What follows belongs to an exercise in optimizing a design on an open flow for small area and a short achievable clock period; a production flow would make more cautious choices.
RTL that was checked went through simulation tests only; none was proved equivalent to the original.
No activity file was given, so power comes from the tool's default toggle rates.

==> flow/design.v <==
module pulse_seq_multi #(
  parameter int unsigned NumCh     = 4,
  parameter int unsigned CntW      = 24,
  parameter int unsigned ScanSteps = 16
) (
  input  logic                          clk,
  input  logic                          rst,
  input  logic                          trig,
  input  logic                          scan_trig,
  input  logic                          cfg_we,
  input  logic [((NumCh > 1) ? $clog2(NumCh) : 1)-1:0] cfg_ch,
  input  logic [1:0]                    cfg_sel,
  input  logic [CntW-1:0]               cfg_data,
  output logic [NumCh-1:0]              pulse,
  output logic                          busy,
  output logic [$clog2(ScanSteps)-1:0]  scan_idx,
  output logic                          overrun
);
  localparam int unsigned ChW  = (NumCh > 1) ? $clog2(NumCh) : 1;
  localparam int unsigned IdxW = $clog2(ScanSteps);
  localparam logic [IdxW-1:0] LastIdx = IdxW'(ScanSteps - 1);
  logic [2:0]       trig_sync_q, scan_sync_q;
  logic             trig_edge_q, scan_edge_q;
  logic [NumCh-1:0] mask_q, act_q, pulse_q, first_q, act_d;
  logic             busy_q;
  logic [IdxW-1:0]  idx_q;
  logic             overrun_q, any_edge, shot, scan_shot, mask_wr, off_clr;
  logic [CntW-1:0]  wdata;
  function automatic logic [CntW:0] add_c(input logic [CntW-1:0] a, input logic [CntW-1:0] b);
    logic [CntW-1:0] g, p, gn, pn;
    g = a & b;
    p = a ^ b;
    for (int s = 1; s < CntW; s = s * 2) begin
      gn = g;
      pn = p;
      for (int i = 0; i < CntW; i++) begin
        if ((i / s) % 2 == 1) begin
          gn[i] = g[i] | (p[i] & g[(i / s) * s - 1]);
          pn[i] = p[i] & p[(i / s) * s - 1];
        end
      end
      g = gn;
      p = pn;
    end
    add_c = {g[CntW-1], a ^ b ^ {g[CntW-2:0], 1'b0}};
  endfunction
  function automatic logic [CntW-1:0] dec1(input logic [CntW-1:0] a);
    logic [CntW-1:0] o, on;
    o = a;
    for (int s = 1; s < CntW; s = s * 2) begin
      on = o;
      for (int i = 0; i < CntW; i++) begin
        if ((i / s) % 2 == 1) on[i] = o[i] | o[(i / s) * s - 1];
      end
      o = on;
    end
    dec1 = a ^ ~{o[CntW-2:0], 1'b0};
  endfunction
  assign busy      = busy_q;
  assign any_edge  = trig_edge_q | scan_edge_q;
  assign shot      = any_edge & ~busy_q;
  assign scan_shot = shot & scan_edge_q;
  assign mask_wr   = cfg_we & (cfg_sel == 2'd3);
  assign wdata     = cfg_data & {CntW{~rst}};
  assign off_clr   = rst | mask_wr | (scan_shot & (idx_q == LastIdx));
  always_ff @(posedge clk) begin
    if (rst) begin
      trig_sync_q <= '0;
      scan_sync_q <= '0;
      trig_edge_q <= 1'b0;
      scan_edge_q <= 1'b0;
      idx_q       <= '0;
      overrun_q   <= 1'b0;
    end else begin
      trig_sync_q <= {trig_sync_q[1:0], trig};
      scan_sync_q <= {scan_sync_q[1:0], scan_trig};
      trig_edge_q <= trig_sync_q[1] & ~trig_sync_q[2];
      scan_edge_q <= scan_sync_q[1] & ~scan_sync_q[2];
      if (mask_wr)        idx_q <= '0;
      else if (scan_shot) idx_q <= idx_q + IdxW'(1);
      if (any_edge && busy) overrun_q <= 1'b1;
      else if (mask_wr)     overrun_q <= 1'b0;
    end
  end
  always_ff @(posedge clk) begin
    if (rst || mask_wr) mask_q <= wdata[NumCh-1:0];
  end
  for (genvar c = 0; c < NumCh; c++) begin : g_ch
    logic [CntW-1:0] delay_q, width_q, step_q, offset_q, cnt_q, wlat_q, eff_w, wlat_full, m;
    logic [CntW:0]   sum_w, sum_o;
    logic            osat_q, wsat_q, eff_sat;
    logic            ch_wr, dnz, ewnz, wlnz, last, start;
    assign ch_wr   = cfg_we & (cfg_ch == ChW'(c));
    assign sum_w   = add_c(width_q, offset_q & {CntW{scan_edge_q}});
    assign sum_o   = add_c(offset_q, step_q);
    assign eff_w   = sum_w[CntW-1:0];
    assign eff_sat = sum_w[CntW] | (scan_edge_q & osat_q);
    assign ewnz    = (width_q != '0) | (scan_edge_q & ((offset_q != '0) | osat_q));
    assign dnz     = delay_q != '0;
    assign wlnz    = (wlat_q != '0) | wsat_q;
    always_ff @(posedge clk) begin
      if (rst || (ch_wr && cfg_sel == 2'd0)) delay_q <= wdata;
      if (rst || (ch_wr && cfg_sel == 2'd1)) width_q <= wdata;
      if (rst || (ch_wr && cfg_sel == 2'd2)) step_q  <= wdata;
      if (off_clr) begin
        offset_q <= '0;
        osat_q   <= 1'b0;
      end else if (scan_shot) begin
        offset_q <= sum_o[CntW-1:0];
        osat_q   <= osat_q | sum_o[CntW];
      end
    end
    assign wlat_full = wlat_q | {CntW{wsat_q}};
    assign m         = first_q[c] ? wlat_full : cnt_q;
    assign last      = m == CntW'(1);
    assign start     = shot & mask_q[c] & (dnz | ewnz);
    always_ff @(posedge clk) begin
      if (!act_q[c]) begin
        wlat_q <= eff_w;
        wsat_q <= eff_sat;
        cnt_q  <= delay_q;
      end else begin
        cnt_q  <= dec1(m);
      end
    end
    always_comb begin
      if (rst)              act_d[c] = 1'b0;
      else if (!act_q[c])   act_d[c] = start;
      else                  act_d[c] = ~(last & (pulse_q[c] | ~wlnz));
    end
    always_ff @(posedge clk) begin
      act_q[c]   <= act_d[c];
      first_q[c] <= act_q[c] ? (~pulse_q[c] & last & wlnz) : ~dnz;
      if (rst) begin
        pulse_q[c] <= 1'b0;
      end else if (!act_q[c]) begin
        if (start) pulse_q[c] <= ~dnz;
      end else if (last) begin
        pulse_q[c] <= ~pulse_q[c] & wlnz;
      end
    end
  end
  always_ff @(posedge clk) busy_q <= |act_d;
  assign pulse    = pulse_q;
  assign scan_idx = idx_q;
  assign overrun  = overrun_q;
endmodule
export LEC_CHECK = 0
export CAP_MARGIN = 20
export CORE_MARGIN = 2
export CORE_UTILIZATION = 40
export SETUP_SLACK_MARGIN = 2.5
export SLEW_MARGIN = 20
create_clock -name core_clock -period 5.5 [get_ports {clk}]
run.sh (not shown) runs the stock make flow with config.mk's settings and CLKGATE_MAP_FILE= SYNTH_SCRIPT=/design/flow/synth_recipe.tcl, a recipe that flattens the netlist after the stock synthesis.
Rerun with:
--- a/flow/design.v
+++ b/flow/design.v
@@ -89,14 +89,14 @@
     logic [CntW-1:0] delay_q, width_q, step_q, offset_q, cnt_q, wlat_q, eff_w, wlat_full, m;
     logic [CntW:0]   sum_w, sum_o;
     logic            osat_q, wsat_q, eff_sat;
     logic            ch_wr, dnz, ewnz, wlnz, last, start;
     assign ch_wr   = cfg_we & (cfg_ch == ChW'(c));
-    assign sum_w   = add_c(width_q, offset_q & {CntW{scan_edge_q}});
+    assign sum_w   = add_c(width_q, offset_q);
     assign sum_o   = add_c(offset_q, step_q);
-    assign eff_w   = sum_w[CntW-1:0];
-    assign eff_sat = sum_w[CntW] | (scan_edge_q & osat_q);
+    assign eff_w   = scan_edge_q ? sum_w[CntW-1:0] : width_q;
+    assign eff_sat = scan_edge_q & (sum_w[CntW] | osat_q);
     assign ewnz    = (width_q != '0) | (scan_edge_q & ((offset_q != '0) | osat_q));
     assign dnz     = delay_q != '0;
     assign wlnz    = (wlat_q != '0) | wsat_q;
     always_ff @(posedge clk) begin
       if (rst || (ch_wr && cfg_sel == 2'd0)) delay_q <= wdata;
What happened:
- clock skew came out higher by 0.0060 ns
- power went up by 3.5%
- setup slack improves by 0.13 ns
- count of clock-buffer cells in the layout is lower by 5
- via count grows by 2.3%
- wire length went up by 2.0%
- synthesized cell count rose by 0.43%
- first-iteration DRC count decreases by 15%
- register-to-register slack improves by 0.13 ns
- global-route usage is about the same
- sequential power goes up by about 1%
- synthesized area came out higher by 1.5%
- worst hold slack gets worse by 0.016 ns
- core utilization came out lower by 0.86 points
The RTL of the first run of this note was laid out without a check of its function.

-- port drivers added, routing unchanged --
The results above use ideal ports. As a check the final layouts listed here were re-extracted and re-timed, cells and wires unchanged. Step 1, drivers: a clkbuf_16 drives clk and a buf_2 each remaining input, both assumed. Step 2 times the ports against the registers' clock, not the clock port: input delays grow and output delays shrink by t, the midpoint of the rising clock arrivals with the driver on. Slacks: ideal ports / drivers / drivers and shift; pairs: ideal ports / drivers.
run | shift t [ns] | slack for setup (ns) | hold slack, ns
the first run | 0.653 | 2.371 / 2.371 / 1.998 | 0.397 / 0.397 / 0.397
the second run | 0.647 | 2.497 / 2.497 / 1.959 | 0.380 / 0.380 / 0.380
After both steps every run listed still meets setup and hold. For the second run, which loses most, drivers alone change the setup slack by 0.000 ns; drivers and shift together by -0.538 ns.
